Source: an optimization exercise on an open RTL-to-GDS flow (aim: small area, a short achievable clock period and few clock cycles per item). Production flows keep margins and buffers that such runs may drop. Function was checked by simulation only, so behaviour that the tests miss may differ from the original.

## flow/design.v

```verilog
module gmrd_ram #(
    parameter int unsigned WIDTH = 62,
    parameter int unsigned DW    = 31,
    parameter int unsigned DEPTH = 16
) (
    input  logic              i_clk,
    input  logic              i_we,
    input  logic [WIDTH-1:0]  i_wdata,
    input  logic [1:0]        i_tsel,
    output logic [WIDTH-1:0]  o_head,
    output logic [DW-1:0]     o_tap
);
    logic [WIDTH-1:0] r_mem [DEPTH];
    always_ff @(posedge i_clk) begin
        for (int i = 0; i < DEPTH - 1; i++) begin
            r_mem[i] <= r_mem[i+1];
        end
        r_mem[DEPTH-1] <= i_we ? i_wdata : r_mem[0];
    end
    assign o_head = r_mem[0];
    always_comb begin
        case (i_tsel)
            2'd0:    o_tap = r_mem[0][DW-1:0];
            2'd1:    o_tap = r_mem[4][DW-1:0];
            2'd2:    o_tap = r_mem[8][DW-1:0];
            default: o_tap = r_mem[12][DW-1:0];
        endcase
    end
endmodule
module gmrd_modunit (
    input  logic          i_clk,
    input  logic [30:0]   i_a,
    input  logic [30:0]   i_b,
    input  logic [30:0]   i_mp,
    input  logic [31:0]   i_mu,
    output logic [32:0]   o_r
);
    localparam int unsigned TC = 27;    
    logic [61:0] r_x;
    logic [31:0] r_q3;
    logic [32:0] r_xl;
    logic [32:0] r_r;
    logic [31:0] w_q1;
    logic [63:0] w_q2;
    logic [32:0] w_nmp;
    assign w_nmp = ~{2'b00, i_mp};
    assign w_q1 = r_x[61:30];
    always_comb begin
        w_q2 = '0;
        for (int j = 0; j < 32; j++) begin
            logic [31:0] row;
            for (int i = 0; i < 32; i++) begin
                row[i] = (i + j >= TC) ? (w_q1[i] & i_mu[j]) : 1'b0;
            end
            w_q2 = w_q2 + ({32'b0, row} << j);
        end
    end
    always_ff @(posedge i_clk) begin
        r_x  <= i_a * i_b;
        r_q3 <= w_q2[63:32];
        r_xl <= r_x[32:0];
        r_r  <= r_xl + {1'b0, r_q3} + r_q3 * w_nmp;
    end
    assign o_r = r_r;
endmodule
module garner_mixed_radix_digits_unit #(
    parameter int unsigned MAX_MODULI = 16
) (
    input  logic          i_clk,
    input  logic          i_rst_n,
    input  logic          i_valid,
    output logic          o_ready,
    input  logic [63:0]   i_data,
    output logic          o_valid,
    input  logic          i_ready,
    output logic [32:0]   o_data
);
    localparam int unsigned W = 31;
    localparam logic [2:0] I_IDLE = 3'd0;
    localparam logic [2:0] I_NORM = 3'd1;
    localparam logic [2:0] I_RED  = 3'd3;
    localparam logic [2:0] I_GRP  = 3'd4;
    localparam logic [2:0] I_FIN  = 3'd5;
    localparam logic [2:0] I_OUT  = 3'd6;
    localparam logic [2:0] I_OVF  = 3'd7;
    localparam logic [1:0] Q_IDLE  = 2'd0;
    localparam logic [1:0] Q_NORM  = 2'd1;
    localparam logic [1:0] Q_DIV   = 2'd2;
    localparam logic [1:0] Q_READY = 2'd3;
    localparam logic [2:0] G_ALIGN = 3'd0;
    localparam logic [2:0] G_EXP   = 3'd1;
    localparam logic [2:0] G_HORN  = 3'd2;
    localparam logic [2:0] F_ALIGN = 3'd3;
    localparam logic [2:0] F_CHAIN = 3'd4;
    localparam logic [2:0] F_TERM  = 3'd5;
    localparam logic [2:0] F_INIT  = 3'd6;
    localparam logic [2:0] F_EXP   = 3'd7;
    localparam logic [3:0] P_IDLE    = 4'd0;
    localparam logic [3:0] P_RED     = 4'd1;
    localparam logic [3:0] P_CONV    = 4'd2;
    localparam logic [3:0] P_MUL     = 4'd3;
    localparam logic [3:0] P_SQR     = 4'd4;
    localparam logic [3:0] P_SQRCOPY = 4'd5;
    localparam logic [3:0] P_CONVX   = 4'd6;
    localparam logic [3:0] P_HORN    = 4'd7;
    localparam logic [3:0] P_FLOAD   = 4'd8;
    localparam logic [3:0] P_FCHAIN  = 4'd9;
    localparam logic [3:0] P_FTERM   = 4'd10;
    localparam logic [3:0] P_EINIT   = 4'd11;
    localparam logic [3:0] P_ESQR    = 4'd12;
    localparam logic [3:0] P_EMUL    = 4'd13;
    localparam logic [3:0] P_FINAL   = 4'd14;
    localparam logic [2:0] WB_NONE = 3'd0;    
    localparam logic [2:0] WB_F0   = 3'd1;    
    localparam logic [2:0] WB_F1   = 3'd2;    
    localparam logic [2:0] WB_BOTH = 3'd3;    
    localparam logic [2:0] WB_D    = 3'd4;    
    localparam logic [2:0] WB_S    = 3'd5;    
    localparam logic [2:0] WB_P    = 3'd6;    
    logic [3:0]    r_ph;           
    logic [1:0]    w_slot;
    logic [2:0]    r_ist;
    logic [4:0]    r_count;        
    logic [4:0]    r_n;            
    logic [31:0]   r_res;
    logic [W-1:0]  r_m;
    logic          r_eos;
    logic          r_slow;
    logic [4:0]    r_s;
    logic [4:0]    r_t;            
    logic [W-1:0]  r_mp;
    logic [W-1:0]  r_one;
    logic [31:0]   r_mu;
    logic [W-1:0]  r_rm;
    logic [W-1:0]  r_dvr;
    logic [5:0]    r_dvt;
    logic          r_qv;
    logic [1:0]    r_qst;
    logic [31:0]   r_qres;
    logic [W-1:0]  r_qm;
    logic          r_qeos;
    logic [4:0]    r_qs;
    logic [W-1:0]  r_qmp;
    logic [31:0]   r_qmu;
    logic [W-1:0]  r_qrm;
    logic          r_qdvq32;
    logic [W-1:0]  r_d;            
    logic [W-1:0]  r_pp;           
    logic          r_dpend;
    logic [3:1]    r_ok;           
    logic [2:0]    r_gst;
    logic [1:0]    r_g;
    logic          r_first;
    logic          r_mdone;
    logic [1:0]    r_hp;
    logic [4:0]    r_pos;
    logic [3:0]    r_pt;           
    logic          r_stp;          
    logic [3:0]    r_sti;
    logic [W-1:0]  r_stm;
    logic [W-1:0]  r_std;
    logic          r_ovalid;
    logic [32:0]   r_out;
    logic [W-1:0]  r_a0, r_b0;
    logic [W-1:0]  r_p0, r_p1, r_p2, r_p3;
    logic [2:0]    r_wb0, r_wb1, r_wb2, r_wb3;
    logic [32:0]   w_r3;
    logic [2*W-1:0] w_head;
    logic [W-1:0]  w_hm, w_hd;
    logic [W-1:0]  w_tap;          
    logic [1:0]    w_tsel;
    assign w_slot = r_ph[1:0];
    gmrd_ram #(.WIDTH(2*W), .DEPTH(MAX_MODULI)) u_store (
        .i_clk   (i_clk),
        .i_we    (r_stp && (r_ph == r_sti)),
        .i_wdata ({r_stm, r_std}),
        .i_tsel  (w_tsel),
        .o_head  (w_head),
        .o_tap   (w_tap)
    );
    assign w_hm = w_head[2*W-1:W];
    assign w_hd = w_head[W-1:0];
    gmrd_modunit u_mm (
        .i_clk (i_clk),
        .i_a   (r_a0),
        .i_b   (r_b0),
        .i_mp  (r_mp),
        .i_mu  (r_mu),
        .o_r   (w_r3)
    );
    logic [33:0] w_t1, w_t2, w_t3;
    logic [W-1:0] w_z;
    logic [W-1:0] w_F0, w_F1;
    logic [W-1:0] w_sx, w_sy;
    logic [W:0]   w_redd;
    logic [W-1:0] w_dnew;
    assign w_t1 = {1'b0, w_r3} - {3'b0, r_mp};
    assign w_t2 = {1'b0, w_r3} - {2'b0, r_mp, 1'b0};
    assign w_t3 = {1'b0, w_r3} - {3'b0, r_mp} - {2'b0, r_mp, 1'b0};
    assign w_z  = !w_t3[33] ? w_t3[W-1:0] :
                  (!w_t2[33] ? w_t2[W-1:0] : (!w_t1[33] ? w_t1[W-1:0] : w_r3[W-1:0]));
    assign w_F0 = (r_wb3 == WB_F0 || r_wb3 == WB_BOTH) ? w_z : r_p3;
    assign w_F1 = (r_wb3 == WB_F1 || r_wb3 == WB_BOTH) ? w_z : r_p3;
    assign w_sx   = (r_wb3 == WB_S) ? r_d : w_z;
    assign w_sy   = (r_wb3 == WB_S) ? w_z : r_p3;
    assign w_redd = {1'b0, w_sx} - {1'b0, w_sy};
    assign w_dnew = w_redd[W] ? (w_redd[W-1:0] + r_mp) : w_redd[W-1:0];
    logic [W-1:0] w_shin, w_shout;
    logic         w_raw;
    logic [W-1:0] w_rawv;
    logic [W-1:0] w_b, w_p;
    logic [2:0]   w_wb;
    logic         w_hact;
    logic [W-1:0] w_e;             
    logic [5:0]   w_eblen;         
    logic [4:0]   w_last;          
    logic [4:0]   w_rem;
    logic         w_e0b, w_e1b, w_ebit;
    logic         w_e0top;
    assign w_rem  = r_n - {1'b0, r_g, 2'b00};
    assign w_last = (w_rem > 5'd4) ? 5'd3 : (w_rem - 5'd1);
    assign w_hact  = (w_slot == r_hp);
    assign w_shout = w_shin >> r_s;
    assign w_e     = (r_m >= 31'd2) ? r_m - 31'd2 : '0;
    always_comb begin
        w_eblen = 6'd0;
        for (int i = 0; i < W; i++) begin
            if (w_e[i]) w_eblen = 6'(i + 1);
        end
    end
    assign w_tsel  = (r_g - ((r_pt == P_FLOAD) ? 2'd1 : 2'd0)) - r_ph[3:2];
    assign w_e0b   = (r_pos != 5'd31) && w_e[r_pos];
    assign w_e1b   = (r_pos != 5'd0) && r_m[r_pos];
    assign w_ebit  = w_e0b || w_e1b;
    assign w_e0top = w_e[5'd30 - r_s];
    always_comb begin
        w_shin = r_d;
        w_raw  = 1'b0;
        w_rawv = w_hm;
        w_b    = r_one;
        w_p    = w_F0;
        w_wb   = WB_NONE;
        case (r_pt)
            P_RED: begin
                if (w_slot == 2'd0) begin
                    w_raw  = 1'b1;
                    w_rawv = r_res[W-1:0];
                    w_p    = r_res[31] ? r_rm : '0;
                    w_wb   = WB_D;
                end
            end
            P_CONV: begin
                w_raw  = 1'b1;
                w_rawv = w_hm;
                w_p    = r_one;
                w_wb   = WB_F1;
            end
            P_MUL: begin
                w_shin = w_F0;
                w_b    = w_F1;
                w_p    = w_F1;
                w_wb   = WB_F0;
            end
            P_SQR: begin
                w_shin = w_F1;
                w_b    = w_F1;
                w_p    = w_F0;
                w_wb   = WB_F1;
            end
            P_SQRCOPY: begin
                w_shin = w_F1;
                w_b    = w_F1;
                w_p    = w_F1;
                w_wb   = WB_F1;
            end
            P_CONVX: begin
                w_raw  = 1'b1;
                w_rawv = w_tap;
                w_b    = w_F0;
                w_p    = w_F0;
                w_wb   = WB_F1;
            end
            P_HORN: begin
                if (w_hact) begin
                    w_shin = r_d;
                    w_b    = w_F0;
                    w_p    = w_F1;
                    w_wb   = WB_D;
                end else begin
                    w_shin = w_F0;
                    w_b    = r_one;
                    w_p    = w_F1;
                    w_wb   = WB_F0;
                end
            end
            P_FLOAD: begin
                w_raw  = 1'b1;
                w_rawv = w_tap;
                w_b    = w_F1;
                w_p    = w_hm;
                w_wb   = (r_g != 2'd0) ? WB_S : WB_NONE;
            end
            P_FCHAIN: begin
                if (w_hact) begin
                    w_raw  = 1'b1;
                    w_rawv = w_F1;
                    w_b    = r_pp;
                    w_p    = r_pp;
                    w_wb   = WB_P;
                end else begin
                    w_p    = w_F1;
                    w_wb   = WB_NONE;
                end
            end
            P_FTERM: begin
                w_raw  = 1'b1;
                w_rawv = w_tap;
                w_b    = w_F1;
                w_wb   = ({3'b0, w_slot} <= w_last) ? WB_S : WB_NONE;
            end
            P_EINIT: begin
                if (w_slot == 2'd0) begin
                    w_shin = r_pp;
                    w_p    = r_one;
                    w_wb   = w_e0top ? WB_BOTH : WB_F1;
                end else begin
                    w_raw  = 1'b1;
                    w_rawv = (w_slot == 2'd1) ? 31'd2 : ((w_slot == 2'd2) ? 31'd7 : 31'd61);
                    w_wb   = WB_BOTH;
                end
            end
            P_ESQR: begin
                w_shin = w_F0;
                w_b    = w_F0;
                w_p    = w_F1;
                w_wb   = WB_F0;
            end
            P_EMUL: begin
                w_shin = w_F0;
                w_b    = ((w_slot == 2'd0) ? w_e0b : w_e1b) ? w_F1 : r_one;
                w_p    = w_F1;
                w_wb   = WB_F0;
            end
            P_FINAL: begin
                if (w_slot == 2'd0) begin
                    w_shin = r_d;
                    w_b    = w_F0;
                    w_p    = '0;
                    w_wb   = WB_D;
                end
            end
            default: ;
        endcase
    end
    logic [2:0]    n_ist;
    logic [3:0]    n_pt;
    logic [2:0]    n_gst;
    logic [1:0]    n_g, n_hp;
    logic          n_first, n_mdone;
    logic [4:0]    n_pos;
    logic          n_slow;
    logic          w_fast;
    logic          w_aligned;
    assign w_fast    = !r_slow && (r_n >= 5'd5) && r_m[0] && (r_m != 31'd1);
    assign w_aligned = !r_stp && (r_ph[3:2] + 2'd1 == r_g);
    always_comb begin
        n_ist   = r_ist;
        n_pt    = r_pt;
        n_gst   = r_gst;
        n_g     = r_g;
        n_hp    = r_hp;
        n_first = r_first;
        n_mdone = r_mdone;
        n_pos   = r_pos;
        n_slow  = r_slow;
        if (w_slot == 2'd3) begin
            n_pt = P_IDLE;
            case (r_ist)
                I_RED: begin
                    n_pt  = P_RED;
                    n_g   = 2'd0;
                    n_gst = w_fast ? F_ALIGN : G_ALIGN;
                    n_ist = (r_n == 5'd0) ? I_FIN : I_GRP;
                end
                I_GRP: begin
                    case (r_gst)
                        G_ALIGN: begin
                            if (w_aligned) begin
                                n_pt    = P_CONV;
                                n_gst   = G_EXP;
                                n_pos   = 5'd0;
                                n_first = 1'b1;
                                n_mdone = 1'b0;
                            end
                        end
                        G_EXP: begin
                            if ({1'b0, r_pos} >= w_eblen) begin
                                n_pt  = P_CONVX;
                                n_gst = G_HORN;
                                n_hp  = 2'd0;
                            end else if (w_e0b && !r_mdone) begin
                                if (r_first && ({1'b0, r_pos} + 6'd1 != w_eblen)) begin
                                    n_pt    = P_SQRCOPY;
                                    n_pos   = r_pos + 5'd1;
                                    n_first = 1'b0;
                                end else begin
                                    n_pt    = P_MUL;
                                    n_first = 1'b0;
                                    if ({1'b0, r_pos} + 6'd1 == w_eblen) begin
                                        n_pos = 5'd31;
                                    end else begin
                                        n_mdone = 1'b1;
                                    end
                                end
                            end else begin
                                n_pt    = P_SQR;
                                n_pos   = r_pos + 5'd1;
                                n_mdone = 1'b0;
                            end
                        end
                        G_HORN: begin
                            n_pt = P_HORN;
                            n_hp = r_hp + (r_pt == P_HORN ? 2'd1 : 2'd0);
                            if ({3'b0, n_hp} == w_last) begin
                                if (w_rem > 5'd4) begin
                                    n_g   = r_g + 2'd1;
                                    n_gst = G_ALIGN;
                                end else begin
                                    n_ist = I_FIN;
                                end
                            end
                        end
                        F_ALIGN: begin
                            if (w_aligned) begin
                                n_pt  = P_FLOAD;
                                n_gst = F_CHAIN;
                                n_hp  = 2'd0;
                            end
                        end
                        F_CHAIN: begin
                            n_pt = P_FCHAIN;
                            n_hp = r_hp + (r_pt == P_FCHAIN ? 2'd1 : 2'd0);
                            if ({3'b0, n_hp} == w_last) begin
                                if (w_rem > 5'd4) begin
                                    n_g   = r_g + 2'd1;
                                    n_gst = F_ALIGN;
                                end else begin
                                    n_gst = F_TERM;
                                end
                            end
                        end
                        F_TERM: begin
                            n_pt  = P_FTERM;
                            n_gst = F_INIT;
                        end
                        F_INIT: begin
                            n_pt  = P_EINIT;
                            n_gst = F_EXP;
                        end
                        default: begin   
                            if (r_pt == P_EINIT) begin
                                n_pt  = P_ESQR;
                                n_pos = 5'd29 - r_s;
                            end else if (r_pt == P_ESQR && w_ebit) begin
                                n_pt  = P_EMUL;
                            end else if (r_pos != 5'd0) begin
                                n_pt  = P_ESQR;
                                n_pos = r_pos - 5'd1;
                            end else if ((r_ok == 3'b111) && (r_pp != '0)) begin
                                n_pt  = P_FINAL;
                                n_ist = I_FIN;
                            end else begin
                                n_slow = 1'b1;
                                n_ist  = I_RED;
                            end
                        end
                    endcase
                end
                default: ;
            endcase
        end
    end
    logic [4:0]   w_s, w_t;
    always_comb begin
        w_s = 5'd0;
        for (int i = 0; i < W; i++) begin
            if (r_qm[i]) w_s = 5'(W - 1 - i);
        end
        w_t = 5'd0;
        for (int i = W - 1; i >= 1; i--) begin
            if (r_m[i]) w_t = 5'(i);
        end
    end
    logic [W:0]   w_dv2;
    logic [W+1:0] w_dvsub;
    assign w_dv2   = {r_dvr, 1'b0};
    assign w_dvsub = {1'b0, w_dv2} - {2'b0, r_qmp};
    assign o_ready = !r_qv;
    assign o_valid = r_ovalid;
    assign o_data  = r_out;
    logic w_outfree;
    assign w_outfree = !r_ovalid || i_ready;
    always_ff @(posedge i_clk) begin
        r_ph  <= r_ph + 4'd1;
        r_a0  <= w_raw ? w_rawv : w_shout;
        r_b0  <= w_b;
        r_p0  <= w_p;
        r_p1  <= r_p0;  r_p2 <= r_p1;  r_p3 <= r_p2;
        r_wb0 <= w_wb;
        r_wb1 <= r_wb0; r_wb2 <= r_wb1; r_wb3 <= r_wb2;
        r_pt    <= n_pt;
        r_gst   <= n_gst;
        r_g     <= n_g;
        r_hp    <= n_hp;
        r_first <= n_first;
        r_mdone <= n_mdone;
        r_pos   <= n_pos;
        r_slow  <= n_slow;
        r_ist   <= n_ist;
        if (r_wb3 == WB_D || r_wb3 == WB_S) begin
            r_d <= w_dnew;
        end
        if (r_wb3 == WB_D) begin
            r_dpend <= 1'b0;
        end
        if (w_wb == WB_D) begin
            r_dpend <= 1'b1;
        end
        if (r_wb3 == WB_P) begin
            r_pp <= w_z;
        end
        if (r_pt == P_ESQR && w_slot != 2'd0 && r_pos < r_t) begin
            if (({1'b0, w_F0} + {1'b0, r_one} == {1'b0, r_mp}) || ((r_pos + 5'd1 == r_t) && (w_F0 == r_one))) begin
                r_ok[w_slot] <= 1'b1;
            end
        end
        if (r_ovalid && i_ready) begin
            r_ovalid <= 1'b0;
        end
        if (r_stp && (r_ph == r_sti)) begin
            r_stp <= 1'b0;
        end
        case (r_qst)
            Q_NORM: begin
                r_qs  <= w_s;
                r_qmp <= r_qm << w_s;
                r_qst <= Q_DIV;
                r_dvt <= 6'd0;
            end
            Q_DIV: begin
                if (r_dvt == 6'd0) begin
                    r_qdvq32 <= (r_qmp == 31'h4000_0000);
                    r_dvr    <= (r_qmp == 31'h4000_0000) ? '0 : 31'h4000_0000;
                    r_dvt    <= 6'd1;
                end else begin
                    if (!w_dvsub[W+1]) begin
                        r_dvr <= w_dvsub[W-1:0];
                        r_qmu <= {r_qmu[30:0], 1'b1};
                    end else begin
                        r_dvr <= w_dv2[W-1:0];
                        r_qmu <= {r_qmu[30:0], 1'b0};
                    end
                    if (r_dvt - 6'd1 == {1'b0, r_qs}) begin
                        r_qrm <= !w_dvsub[W+1] ? w_dvsub[W-1:0] : w_dv2[W-1:0];
                    end
                    r_dvt <= r_dvt + 6'd1;
                    if (r_dvt == 6'd32) begin
                        r_qst <= Q_READY;
                    end
                end
            end
            default: ;
        endcase
        if (i_valid && !r_qv) begin
            r_qv   <= 1'b1;
            r_qres <= i_data[63:32];
            r_qm   <= i_data[31:1];
            r_qeos <= i_data[0];
            r_qst  <= Q_NORM;
        end
        case (r_ist)
            I_IDLE: begin
                if (r_qv && ((r_qst == Q_READY) || (r_count >= 5'(MAX_MODULI)) || (r_qm == '0))) begin
                    r_qv   <= 1'b0;
                    r_qst  <= Q_IDLE;
                    r_res  <= r_qres;
                    r_m    <= r_qm;
                    r_eos  <= r_qeos;
                    r_n    <= r_count;
                    r_slow <= 1'b0;
                    r_s    <= r_qs;
                    r_mp   <= r_qmp;
                    r_mu   <= r_qdvq32 ? 32'hFFFF_FFFF : r_qmu;
                    r_rm   <= r_qrm;
                    if (r_count >= 5'(MAX_MODULI)) begin
                        r_ist <= I_OVF;
                    end else if (r_qm == '0) begin
                        r_d     <= '0;
                        r_s     <= 5'd0;
                        r_dpend <= 1'b0;
                        r_ist   <= I_FIN;
                    end else begin
                        r_ist <= I_NORM;
                    end
                end
            end
            I_NORM: begin
                r_t     <= w_t;
                r_one   <= (r_m == 31'd1) ? '0 : (31'd1 << r_s);
                r_ist   <= I_RED;
            end
            I_RED: begin
                r_pp <= r_one;
                r_ok <= 3'b000;
            end
            I_FIN: begin
                if (!r_dpend && (w_wb != WB_D) && (r_pt == P_IDLE)) begin
                    r_ist <= I_OUT;
                end
            end
            I_OUT: begin
                if (w_outfree && !r_stp) begin
                    r_out    <= {r_a0, r_eos, 1'b0};
                    r_ovalid <= 1'b1;
                    r_stp    <= 1'b1;
                    r_sti    <= r_n[3:0];
                    r_stm    <= r_m;
                    r_std    <= r_a0;
                    r_count  <= r_eos ? 5'd0 : r_n + 5'd1;
                    r_ist    <= I_IDLE;
                end
            end
            I_OVF: begin
                if (w_outfree) begin
                    r_out    <= {{W{1'b0}}, r_eos, 1'b1};
                    r_ovalid <= 1'b1;
                    if (r_eos) begin
                        r_count <= 5'd0;
                    end
                    r_ist <= I_IDLE;
                end
            end
            default: ;
        endcase
        if (!i_rst_n) begin
            r_ph     <= 4'd0;
            r_ist    <= I_IDLE;
            r_pt     <= P_IDLE;
            r_count  <= 5'd0;
            r_ovalid <= 1'b0;
            r_stp    <= 1'b0;
            r_dpend  <= 1'b0;
            r_wb0    <= WB_NONE;
            r_wb1    <= WB_NONE;
            r_wb2    <= WB_NONE;
            r_wb3    <= WB_NONE;
            r_qv     <= 1'b0;
            r_qst    <= Q_IDLE;
        end
    end
endmodule
```

## flow/run.sh

```bash
#!/bin/bash
# synth_recipe.tcl (not shown) runs the flow's synth.tcl, then flattens the netlist and writes it again
# the make line also repeats each setting of config.mk as NAME=value (left out here)
make -C /OpenROAD-flow-scripts/flow DESIGN_CONFIG=/design/flow/config.mk WORK_HOME=/design/flow/orfs CLKGATE_MAP_FILE= SYNTH_SCRIPT=/design/flow/synth_recipe.tcl finish
```

## flow/config.mk

```make
export PLATFORM = sky130hd
export DESIGN_NAME = garner_mixed_radix_digits_unit
export DESIGN_NICKNAME = garner_mixed_radix_digits_unit
export VERILOG_FILES = /design/flow/design.v
export SDC_FILE = /design/flow/constraint.sdc
export NUM_CORES = 4
export LEC_CHECK = 0
export CAP_MARGIN = 20
export CORE_MARGIN = 2
export CORE_UTILIZATION = 40
export SLEW_MARGIN = 20
```

## flow/constraint.sdc

```tcl
create_clock -name core_clock -period 10.0 [get_ports {i_clk}]
set_input_delay 2.0000 -clock core_clock [delete_from_list [all_inputs] [get_ports {i_clk}]]
set_output_delay 2.0000 -clock core_clock [all_outputs]
set_load 0.01 [all_outputs]
```

==> run notes <==
flip-flops by register name, indices dropped and copies added (netlist names), 32 cells and up:
register	cells
r_qres	32
u_mm.r_q3	32
r_out	33
r_qmu	32
r_mu	32
u_mm.r_x	62
u_mm.r_xl	33
u_mm.r_r	33
u_store.r_mem	992
r_res	32
area by class of cell:
class,instances,share of cell area [%]
Sequential cell,1956,27.6
Timing Repair Buffer,970,4.76
Antenna cell,40,0.0619
Inverter,2201,5.11
Multi-Input combinational cell,9477,54.5
Clock inverter,107,0.681
Tap cell,4751,3.67
Clock buffer,275,3.59
routing by layer:
metal | wire length, µm | share of wire [%]
met1 | 202000 | 41
met2 | 218000 | 44
met3 | 47900 | 9.6
met4 | 28100 | 5.7
met5 | 201 | 0.040
worst register-to-register path: cells and delay by family, from the launching register on:
family / cells / cell delay, ns
compound gates: 26 / 5.46
xor+xnor: 2 / 0.33
fa+ha+maj: 4 / 1.10
buf+inv: 8 / 1.15
flops: 1 / 0.38
mux: 1 / 0.30
simple gates: 9 / 1.40
how the worst max path moves through the flow:
stage                start      end  slack [ns]  depth (start not counted)
2_1_floorplan      r_mp[1]  r_d[30]       0.008                         51
3_3_place_gp   u_mm.r_r[0]  r_d[30]       -1.21                         52
3_5_place_dp   u_mm.r_r[0]  r_d[30]       -1.14                         52
4_1_cts            r_mp[0]  r_d[30]       -0.13                         50
5_1_grt            r_mp[0]  r_d[30]       -0.65                         50
6_report           r_mp[4]  r_d[30]       -0.18                         50
cells by family (layout without fill, tap and decap cells):
| logic type | after synthesis | after routing | synth area share [%] |
|---|---|---|---|
| compound gates | 1947 | 1947 | 9.27 |
| xor+xnor | 446 | 446 | 2.73 |
| fa+ha+maj | 2719 | 2719 | 33.8 |
| buf+inv | 2884 | 3553 | 7.62 |
| flops | 1956 | 1956 | 31.2 |
| mux | 251 | 251 | 2.45 |
| other cells | 0 | 40 | 0 |
| simple gates | 4114 | 4114 | 12.9 |
per-stage QoR:
step	worst slack (ns)	cells	hold slack (ns)
final	-0.180	19777	0.233
after global routing	-0.648	19753	0.219
after CTS	-0.135	19726	0.205
after detailed placement	-1.14	19325	0.312
after global placement	-1.21	19325	0.310
after floorplan	0.00832	14317	0.310
cells in the final DEF, fill, tap and decap left out, types with 40 or more instances in the layout:
cell type / Yosys / routed
sky130_fd_sc_hd__ha_1: 806 / 800
sky130_fd_sc_hd__xor2_1: 111 / 109
sky130_fd_sc_hd__o211ai_1: 79 / 79
sky130_fd_sc_hd__nor3_1: 137 / 130
sky130_fd_sc_hd__fa_1: 1913 / 1911
sky130_fd_sc_hd__mux2i_1: 99 / 98
sky130_fd_sc_hd__nor4_1: 60 / 59
sky130_fd_sc_hd__dfxtp_1: 1407 / 1372
sky130_fd_sc_hd__a21o_1: 123 / 123
sky130_fd_sc_hd__edfxtp_1: 549 / 549
sky130_fd_sc_hd__a221oi_1: 74 / 73
sky130_fd_sc_hd__mux2_2: 79 / 78
sky130_fd_sc_hd__nand3_1: 126 / 123
sky130_fd_sc_hd__inv_1: 2180 / 2175
sky130_fd_sc_hd__buf_4: 5 / 848
sky130_fd_sc_hd__o21bai_1: 46 / 46
sky130_fd_sc_hd__and3_1: 76 / 76
sky130_fd_sc_hd__a21oi_1: 480 / 463
sky130_fd_sc_hd__a31oi_1: 57 / 53
sky130_fd_sc_hd__diode_2: 0 / 40
sky130_fd_sc_hd__mux4_2: 68 / 68
sky130_fd_sc_hd__o21ai_0: 370 / 354
sky130_fd_sc_hd__and2_1: 464 / 461
sky130_fd_sc_hd__clkdlybuf4s50_1: 0 / 102
sky130_fd_sc_hd__a222oi_1: 48 / 48
sky130_fd_sc_hd__xnor2_1: 335 / 330
sky130_fd_sc_hd__nor2_1: 705 / 698
sky130_fd_sc_hd__nor2b_1: 130 / 124
sky130_fd_sc_hd__a211oi_1: 102 / 101
sky130_fd_sc_hd__nand2_1: 2143 / 2137
sky130_fd_sc_hd__clkbuf_16: 0 / 213
sky130_fd_sc_hd__o31ai_1: 45 / 42
sky130_fd_sc_hd__a221o_1: 60 / 60
sky130_fd_sc_hd__nand2b_1: 76 / 74
sky130_fd_sc_hd__o21a_1: 67 / 67
sky130_fd_sc_hd__or2_2: 55 / 55
timing repair:
| item | 4_1_cts | 5_1_grt |
|---|---|---|
| pin swaps | 60 | 40 |
| setup buffers | 22 | 11 |
| resized for setup | 73 | 50 |
| setup endpoints to repair | 29 | 33 |
==> impl_metrics.env <==
export IMPL_grt_pass1_wl_mm=733
export IMPL_grt_overflow=0
export IMPL_drcViolationCount=0
export IMPL_clock_tree_from_tritoncts="yes"
export IMPL_final_setup_skew_ns=0.191
export IMPL_run_status="complete, but fails checks"
export IMPL_met1_usage_pct=36.4
export IMPL_met2_usage_pct=41.9
export IMPL_path_buf_inv=8
export IMPL_design_area_um2=162000
export IMPL_numCtsBuffers=205
export IMPL_worst_hold_path_type="reg -> reg"
export IMPL_synth_flop_cell="sky130_fd_sc_hd__dfxtp_1"
export IMPL_dp_hpwl_mm=388
export IMPL_grt_antenna_before_repair=57
export IMPL_worst_hold_path_num_cells=0
export IMPL_tightest_slew_ns=1.30
export IMPL_drt_antenna_violating_nets=0
export IMPL_synth_seq_area_share_pct=31.2
export IMPL_wl_per_cell_um=25.1
export IMPL_final_max_slew_viol_count=0
export IMPL_die_w_um=602
export IMPL_clk_latency_ns=0.97
export IMPL_buffer_ports_inserted=102
export IMPL_chipHeight_um=602
export IMPL_final_hold_viol_count=0
export IMPL_synth_edff_count=549
export IMPL_area_growth_pct=13.1
export IMPL_worst_path_max_delay_cell="sky130_fd_sc_hd__o211ai_1"
export IMPL_min_period_over_period_pct=102
export IMPL_layout_drive_gt1_share_pct=10.8
export IMPL_critPathMaxStageDelay_ns=0.46
export IMPL_synth_async_sr_flop_share_pct=0
export IMPL_check_faults="setup timing"
export IMPL_timing_rr_end="r_d[30]"
export IMPL_fillerInstances=33686
export IMPL_htree_levels=4
export IMPL_timing_final_setup_violations=1
export IMPL_route_final_wire_length_mm=496
export IMPL_total_of_flip_flops_plus_latches_after_synthesis=1956
export IMPL_crit_path_end_kind="flip-flop"
export IMPL_maxSlewHeadroom_pct=12.2
export IMPL_worst_r2r_cell_count=50
export IMPL_die_area_um2=362000
export IMPL_criticalPathCategory="reg -> reg"
export IMPL_post_synth_top_area_cell="sky130_fd_sc_hd__fa_1"
export IMPL_postPlaceCellArea_um2=154000
export IMPL_core_um2=356000
export IMPL_cts_reportedPaths_clkPinSlew_ns=0.07
export IMPL_post_route_worst_setup_slack_ns=-0.180
export IMPL_place_gp_congestion=1.02
export IMPL_rsz0062_at_grt="true"
export IMPL_setup_worst_path_start_class="flip-flop"
export IMPL_multiInputGateArea_um2=88200
export IMPL_timing_final_crit_period_ns=10.18
export IMPL_maxCapViolCount=0
export IMPL_worst_r2r_setup_slack_ns=-0.18
export IMPL_critical_path_top_cell_by_count="sky130_fd_sc_hd__buf_4"
export IMPL_synthesis_area_per_instance_um2=9.99
export IMPL_area_sequential_um2=44700
export IMPL_ys_warnings_count=4
export IMPL_fin_setup_tns_ns=-0.180
export IMPL_path_delay_family="compound AO/OA/AOI/OAI gates"
export IMPL_cts_root_buf="sky130_fd_sc_hd__clkbuf_16"
export IMPL_timing_rr_start="r_mp[4]"
export IMPL_final_core_utilization_pct=45.5
export IMPL_routed_via_density=5.43
export IMPL_starting_density_of_the_core_pct=40.2
export IMPL_core_rowCount=219
export IMPL_largest_net_degree_at_the_start_of_global_routing=94
export IMPL_max_freq_ghz=0.0982
export IMPL_top_level_ports=103
export IMPL_postSynthCellCount=14317
export IMPL_globalRouteMet3Util_pct=6.40
export IMPL_busiest_layer="met2"
export IMPL_critical_path_data_required_time_ns=10.84
export IMPL_synth_cell_types=109
export IMPL_synth_net_count=17104
export IMPL_synth_area_um2=143000
export IMPL_synth_largest_type_area_fraction_pct=26.8
export IMPL_drt_iter0_drc=11218
export IMPL_cts_path_max_buffers=4
export IMPL_cts_num_sinks=1956
export IMPL_final_net_count=17598
export IMPL_cts_hold_fix_buffers=0
export IMPL_whs_endpoint="u_store.r_mem[4][20]"
export IMPL_synthTopCellsByCount="sky130_fd_sc_hd__inv_1 (2180), sky130_fd_sc_hd__nand2_1 (2143), sky130_fd_sc_hd__fa_1 (1913), sky130_fd_sc_hd__dfxtp_1 (1407), sky130_fd_sc_hd__ha_1 (806)"
export IMPL_post_synth_main_area_contributors="sky130_fd_sc_hd__fa_1 (27%), sky130_fd_sc_hd__dfxtp_1 (20%), sky130_fd_sc_hd__edfxtp_1 (12%), sky130_fd_sc_hd__ha_1 (7.1%), sky130_fd_sc_hd__inv_1 (5.7%)"
export IMPL_dr_total_vias=107480
export IMPL_globalRouteTotalUtil_pct=27.3
export IMPL_first_global_vias=108877
export IMPL_yosys_cell_count_top_type="sky130_fd_sc_hd__inv_1"
export IMPL_peak_fanout_along_the_critical_path=4
export IMPL_worst_endpoint_arrival_ns=11.02
export IMPL_drt_first_pass_iters=10
export IMPL_holdCritStartpoint="u_store.r_mem[5][20]"
Testbench counts, summed over its fixed seeds: cycles 48,609, items 239.

[port drivers added, routing unchanged]
In the flow no input, the clock included, has a driving cell. The finished layout below was timed again as built, in two steps. Step 1 assumes that a clkbuf_16 drives the clock port and a buf_2 every other input. Step 2 also shifts input and output timing later by t, the mid clock arrival at the registers, as if the neighbouring blocks saw the same clock. a / b / c = ideal / step 1 / step 2; a / b = the first two.
shift t [ns]: 0.979
setup WS [ns]: -0.180 / -0.180 / -0.180
hold slack, ns: 0.233 / 0.233 / 0.233
worst slew at a driven data input, ns: 0.08
pins driven straight from the clock port: 1
For this run, drivers alone change the setup slack by 0.000 ns; drivers and shift together by 0.000 ns.
